From an optimization exercise on the open Yosys and OpenROAD flow, aimed at small area; shortcuts taken in it are not production practice.
Only simulation tests tie the RTL to the original design; equivalence was not proved.
Power figures rest on the tool's default switching activity, not on a simulated workload.

==> flow/design.v (excerpt) <==
module ariane_regfile_scrub #(
   parameter int unsigned DATA_WIDTH     = 32,
   parameter int unsigned ADDR_WIDTH     = 5,
   parameter int unsigned NR_READ_PORTS  = 2,
   parameter int unsigned NR_WRITE_PORTS = 2,
   parameter bit          ZERO_REG_ZERO  = 1'b1,
   parameter int unsigned SCRUB_INTERVAL = 16
) (
   input  logic                                 clk_i,
   input  logic                                 rst_ni,
   input  logic [NR_READ_PORTS*ADDR_WIDTH-1:0]  raddr_i,
   output logic [NR_READ_PORTS*DATA_WIDTH-1:0]  rdata_o,
   output logic [NR_READ_PORTS-1:0]             rerr_o,
   input  logic [NR_WRITE_PORTS*ADDR_WIDTH-1:0] waddr_i,
   input  logic [NR_WRITE_PORTS*DATA_WIDTH-1:0] wdata_i,
   input  logic [NR_WRITE_PORTS-1:0]            we_i,
   input  logic                                 inj_valid_i,
   input  logic [ADDR_WIDTH-1:0]                inj_addr_i,
   input  logic [DATA_WIDTH-1:0]                inj_mask_i,
   input  logic                                 scrub_en_i,
  ...
export LEC_CHECK = 0
export CAP_MARGIN = 10
export CORE_MARGIN = 2
export CORE_UTILIZATION = 28
export PLACE_DENSITY = 0.42
export SLEW_MARGIN = 10
export SYNTH_HIERARCHICAL = 1
create_clock -name core_clock -period 10.0 [get_ports {clk_i}]
standard.sh (not shown) runs the stock make flow with config.mk's settings and CLKGATE_MAP_FILE= SYNTH_SCRIPT=/design/flow/synth_recipe.tcl, a recipe that flattens the netlist after the stock synthesis.
==> flow/flow/run.sh <==
#!/bin/bash
# Standard ORFS layout (the standard.sh) with these changes to how it is built:
#  - clock tree: small clock buffers (clkbuf_4), sink clusters of at most 8 within 50 um, no
#    dummy loads;
#  - port buffers: every input and output still gets one, made as buf_2; after global placement
#    (flow/port_bufs.tcl) those driving an output port or only a few loads become buf_1;
#  - after global routing, gates off the critical paths are sized down where timing allows
#    (ORFS's RECOVER_POWER step, all paths).
# make's full output goes to flow_make.log; ORFS writes each step's log under orfs/logs/.
set -euo pipefail
here=$(cd "$(dirname "$0")" && pwd)
bash standard.sh finish \
  "CTS_ARGS=-sink_clustering_enable -repair_clock_nets -dont_use_dummy_load -buf_list sky130_fd_sc_hd__clkbuf_4 -sink_clustering_size 8 -sink_clustering_max_diameter 50" \
  "BUFFER_PORTS_ARGS=-buffer_cell sky130_fd_sc_hd__buf_2" \
  "POST_GLOBAL_PLACE_TCL=$here/port_bufs.tcl" \
  "RECOVER_POWER=100" \
  > flow_make.log 2>&1
==> flow/flow/port_bufs.tcl <==
# After global placement: the port buffers were all made as buf_2; those that drive an output
# port, or an input's few loads, only need the smallest buffer, so make them buf_1 (the resizer
# still sizes them up where a net needs it).
set pb_block [ord::get_db_block]
set pb_small [get_lib_cells sky130_fd_sc_hd__buf_1]
set pb_n 0
foreach inst [$pb_block getInsts] {
  if {[[$inst getMaster] getName] ne "sky130_fd_sc_hd__buf_2"} continue
  set in_port 0
  set out_port 0
  set loads 0
  foreach it [$inst getITerms] {
    set n [$it getNet]
    if {$n eq "NULL"} continue
    if {[$it isInputSignal] && [llength [$n getBTerms]] > 0} { set in_port 1 }
    if {[$it isOutputSignal]} {
      if {[llength [$n getBTerms]] > 0} { set out_port 1 }
      set loads [expr {[llength [$n getITerms]] - 1}]
    }
  }
  if {$out_port || ($in_port && $loads <= 12)} {
    replace_cell [get_cells [$inst getName]] $pb_small
    incr pb_n
  }
}
puts "port_bufs: $pb_n port buffers made buf_1"
The first run finished with capacitance limit, slew limit left.
Next try:
==> flow/run.sh (new file) <==
#!/bin/bash
# synth_recipe.tcl (not shown) runs the flow's synth.tcl, then flattens the netlist and writes it again
# the make line also repeats each setting of config.mk as NAME=value (left out here)
make -C /OpenROAD-flow-scripts/flow DESIGN_CONFIG=/design/flow/config.mk WORK_HOME=/design/flow/orfs CLKGATE_MAP_FILE= SYNTH_SCRIPT=/design/flow/synth_recipe.tcl finish
Settings changed: CAP_MARGIN 10 to 20, CORE_UTILIZATION 28 to 35, PLACE_DENSITY 0.42 to 0.5, SLEW_MARGIN 10 to 20.
removed: flow/flow/run.sh
removed: flow/flow/port_bufs.tcl
removed: flow/standard.sh
What happened: With this change the flow went through all stages and came out clean. Fmax went up by 13%. Cell count went down by 3.8%. Via count went up by 1.4%. Total power went up by 20%. Hold slack gets better by 0.0046 ns. Sequential power went down by about 1%. Routed wire length went down by 7.9%.

[what the ideal ports hide]
Ports are ideal in the flow. The routed layouts listed here were re-timed in OpenROAD.
Step 1: set_driving_cell puts a clkbuf_16 on clk_i and a buf_2 on each other input, an assumption about the parent block.
Step 2 also shifts input and output timing later by t, the mid clock arrival at the registers, as if the neighbouring blocks saw the same clock.
Slacks: ideal / step 1 / step 2; pairs: ideal / step 1.
| run | t (ns) | setup WS [ns] | cell pins on the clock port's net |
|---|---|---|---|
| the first run | 1.419 | 0.801 / 0.774 / 0.703 | 1 |
| the second run | 0.893 | 1.834 / 1.789 / 1.789 | 1 |
The setup slack of the first run, which loses most, moves by -0.027 ns with the drivers and by -0.098 ns with both steps.
